Background: an optimization exercise with open tools, aiming at small area and a short achievable clock period. Do not read the settings as production practice. In this exercise RTL edits were held to simulation tests only and were not proved equivalent to the original. Power and IR drop assume default switching activity.

==> 07-15: inputs <==
==> flow/design.v (excerpt) <==
module parallel_accumulator (
    input  logic                   clk,
    input  logic                   rst,
    input  logic [16-1:0][32-1:0] in_values,
    input  logic [16-1:0][4-1:0]    in_ids,
    input  logic                   in_valid,
    input  logic [4-1:0][16-1:0]   in_dst_ids,
    input  logic [4-1:0][16-1:0] in_src_masks,
    input  logic [4-1:0] in_dst_valid,
    output logic [16-1:0][32-1:0] sums,
    output logic [16-1:0][4-1:0]    out_ids,
    output logic [16-1:0]   seg_end,
    output logic                   out_valid,
    output logic [4-1:0][16-1:0]   out_dst_ids,
    output logic [4-1:0][16-1:0] out_src_masks,
    output logic [4-1:0] out_dst_valid
);
    localparam int W = 32;
    logic [4:0] vld;
    logic [4-1:0][16-1:0] dst_ids_q [5];
    logic [4-1:0][16-1:0] masks_q [5];
    logic [4-1:0] dvalid_q [5];
    logic [16-1:0][4-1:0] ids_q [5];
    logic g1_1;
    logic g1_3;
    logic g1_5;
    logic g1_7;
    logic g1_9;
    logic g1_11;
    logic g1_13;
    logic g1_15;
    logic g2_2;
    logic g2_3;
    logic g2_6;
    logic g2_7;
    logic g2_10;
    logic g2_11;
    logic g2_14;
    logic g2_15;
    logic g3_4;
    logic g3_5;
    logic g3_6;
    logic g3_7;
    logic g3_12;
    logic g3_13;
    logic g3_14;
    logic g3_15;
    logic g4_8;
    logic g4_9;
    logic g4_10;
    logic g4_11;
    logic g4_12;
    logic g4_13;
    logic g4_14;
    logic g4_15;
    logic [31:0][0:0] x1_1;
    logic [32:0] c1_1;
    logic [W-1:0] y1_1;    
    logic in_values_1_8_8_q1;
    logic in_values_0_8_8_q1;
    logic g1_1_q1;
    logic c1_1_8_q1;
    logic in_values_1_9_9_q1;
    logic in_values_0_9_9_q1;
    logic in_values_1_10_10_q1;
    logic in_values_0_10_10_q1;
    logic in_values_1_11_11_q1;
    logic in_values_0_11_11_q1;
    logic in_values_1_12_12_q1;
    logic in_values_0_12_12_q1;
    logic in_values_1_13_13_q1;
  ...
==> flow/config.mk <==
export PLATFORM = sky130hd
export DESIGN_NAME = parallel_accumulator
export DESIGN_NICKNAME = parallel_accumulator
export VERILOG_FILES = /design/flow/design.v
export SDC_FILE = /design/flow/constraint.sdc
export NUM_CORES = 4
export LEC_CHECK = 0
export CAP_MARGIN = 20
export CORE_MARGIN = 2
export CORE_UTILIZATION = 40
export CTS_CLUSTER_DIAMETER = 80
export CTS_CLUSTER_SIZE = 26
export SETUP_SLACK_MARGIN = 1.0
export SLEW_MARGIN = 20
==> flow/constraint.sdc <==
create_clock -name core_clock -period 4.5 [get_ports {clk}]
set_input_delay 0.9000 -clock core_clock [delete_from_list [all_inputs] [get_ports {clk}]]
set_output_delay 0.9000 -clock core_clock [all_outputs]
set_load 0.01 [all_outputs]
standard.sh (not shown) runs the stock make flow with config.mk's settings and CLKGATE_MAP_FILE= SYNTH_SCRIPT=/design/flow/synth_recipe.tcl, a recipe that flattens the netlist after the stock synthesis.
==> flow/flow/run.sh <==
#!/bin/bash
# The standard layout (standard.sh), with the port buffers made from the small buf_1 cell
# instead of the cell buffer_ports picks by default. Everything else is the standard flow.
set -euo pipefail
bash standard.sh "BUFFER_PORTS_ARGS=-buffer_cell sky130_fd_sc_hd__buf_1" finish > standard_flow.log 2>&1
==> 09-17 (differences from 07-15) <==
Settings changed: SETUP_SLACK_MARGIN 1.0 to default.
==> 04-24 (differences from 07-15) <==
Settings changed: CORE_UTILIZATION 40 to 75.
==> run notes <==
Outcome: 04-24 aborted with a tool error; 09-17 complete, no violations; 07-15 complete, no violations
Failing step: 04-24 3_2_place_iop; 09-17 -; 07-15 -
ClkCell Share: 04-24 -; 09-17 4.43%; 07-15 4.32%
Post-detailed-route DRC marker count: 04-24 -; 09-17 0; 07-15 0
Multi-input gate share of total cell area: 04-24 -; 09-17 23.6%; 07-15 24.8%
Total power divided by cell area: 04-24 -; 09-17 522 nW/µm²; 07-15 514 nW/µm²
Peak-usage layer in the global routing report: 04-24 -; 09-17 met2; 07-15 met2
Stages on worst setup path: 04-24 -; 09-17 9; 07-15 10
Floorplan Core Area: 04-24 -; 09-17 271,000 µm²; 07-15 271,000 µm²
Worst rel slew slack: 04-24 -; 09-17 30.1%; 07-15 39.1%
Utilization after layout: 04-24 -; 09-17 45.0%; 07-15 46.2%
Power spent charging and discharging nets: 04-24 -; 09-17 16.1 mW; 07-15 16.4 mW
Buffers, non-clock: 04-24 -; 09-17 1,580; 07-15 1,641
Max-cap check violation count: 04-24 -; 09-17 0; 07-15 0
Layout Cell Area excl Fill: 04-24 -; 09-17 122,000 µm²; 07-15 125,000 µm²
Post-detail-place hpwl: 04-24 -; 09-17 220 mm; 07-15 221 mm
Mean routed wirelength per cell: 04-24 -; 09-17 22.8 µm; 07-15 23.1 µm
Overall die height: 04-24 386 µm; 09-17 527 µm; 07-15 527 µm
Min-delay worst type: 04-24 -; 09-17 in2reg; 07-15 in2reg
Initial cell density of the core: 04-24 75.3%; 09-17 40.3%; 07-15 40.3%
Total power draw: 04-24 -; 09-17 63.7 mW; 07-15 64.4 mW
Wire length of the first global-routing pass: 04-24 -; 09-17 377 mm; 07-15 382 mm
Launching instance or port of the critical path: 04-24 -; 09-17 g3_15_q2$_DFF_P_; 07-15 x3_7_15_q3$_DFF_P_
Layout area overhead: 04-24 -; 09-17 11.6%; 07-15 14.6%
Register-to-register setup slack: 04-24 -; 09-17 0.35 ns; 07-15 0.78 ns
Routed met1 length: 04-24 -; 09-17 105 mm; 07-15 108 mm

========
==> inputs of 11-18 <==
Starting RTL as in the previous note.
export LEC_CHECK = 0
export CAP_MARGIN = 20
export CORE_MARGIN = 2
export CORE_UTILIZATION = 60
export CTS_CLUSTER_DIAMETER = 80
export CTS_CLUSTER_SIZE = 26
export SETUP_SLACK_MARGIN = 1.3
export SLEW_MARGIN = 20
create_clock -name core_clock -period 4.5 [get_ports {clk}]
Scripts as last shown in full above: flow/flow/run.sh
==> 08-10 (differences from 11-18) <==
- CORE_UTILIZATION: 60 -> 40
- SETUP_SLACK_MARGIN: 1.3 -> 2.0
==> 10-07 (differences from 11-18) <==
- SETUP_SLACK_MARGIN: 1.3 -> 0.8
==> run notes <==
|  | 08-10 | 11-18 | 10-07 |
|---|---|---|---|
| Total number of vias | 49600 | 49200 | 48800 |
| Antenna diode count | 28 | 22 | 22 |
| Combinational group share of total power | 0.101 | 0.099 | 0.089 |
| Total Power Consumption | 65.5 mW | 63.2 mW | 62.7 mW |
| Final Net Count | 9872 | 9793 | 9659 |
| Initial standard-cell utilization of the core | 0.403 | 0.604 | 0.604 |
| Overall die width | 527 um | 431 um | 431 um |
| Sequential group share of total power | 0.605 | 0.629 | 0.635 |
| Number of hold-repair buffers added at the cts stage | 10 | 0 | 0 |
| Start point of the worst hold path | in_values[106] | in_values[125] | in_dst_ids[29] |
| Area of the die | 277000 um^2 | 186000 um^2 | 186000 um^2 |
| Non-clock buffers | 1739 | 1678 | 1543 |
| Number of antenna violations at the first check in global routing | 81 | 98 | 95 |
| Post-layout minimum cycle time | 3.76 ns | 3.64 ns | 3.66 ns |
| Layout clock buffers | 206 | 173 | 174 |
| Reg-to-reg critical path startpoint | x3_7_15_q3$_DFF_P_ | x3_7_15_q3$_DFF_P_ | x3_7_0_q1$_DFF_P_ |
| Critical-path maximum fanout | 5 | 9 | 9 |
| Result of the run | complete, no violations | complete, no violations | complete, no violations |
| Amount of wire on met2 after detailed routing | 142000 um | 140000 um | 138000 um |
| Resize count post-CTS | 1368 | 937 | 263 |
| Maximum root-to-sink buffer count | 4 | 3 | 3 |
| WL per Instance | 23.3 um | 25.2 um | 25.4 um |
| Met3 track demand over resource in global routing | 0.0473 | 0.0539 | 0.0508 |
| Clock-pin transition on the worst setup and hold timing paths | 0.10 ns | 0.09 ns | 0.10 ns |
| Final worst clock skew | 0.0630 ns | 0.0237 ns | 0.0297 ns |

==> what the ideal ports hide <==
In the flow no input, the clock included, has a driving cell. The finished layouts below were timed again as built, in two steps. Step 1 (the two cells are an assumption about what drives the block):
set clk [get_ports {clk}]
set_driving_cell -lib_cell sky130_fd_sc_hd__clkbuf_16 $clk
set_driving_cell -lib_cell sky130_fd_sc_hd__buf_2 [delete_from_list [all_inputs] $clk]
Step 2, shift: input delay + t, output delay - t, t = (earliest + latest rising clock arrival at the registers) / 2. This alone moves slack from input paths to output paths. Three values: no drivers, after step 1, after step 2; two values: the first two.
run	t, ns	setup slack, ns	latest minus earliest clock arrival (ns)
07-15	0.969	0.782 / 0.782 / -0.022	0.048 / 0.048
09-17	0.973	0.355 / 0.355 / -0.401	0.062 / 0.062
11-18	0.944	0.863 / 0.863 / -0.006	0.027 / 0.026
08-10	0.957	0.735 / 0.735 / -0.016	0.075 / 0.075
10-07	0.948	0.840 / 0.840 / -0.028	0.035 / 0.035
Met with ideal ports but missed after step 2: setup timing in every run listed. For 11-18, which loses most, drivers alone change the setup slack by 0.000 ns; drivers and shift together by -0.869 ns.
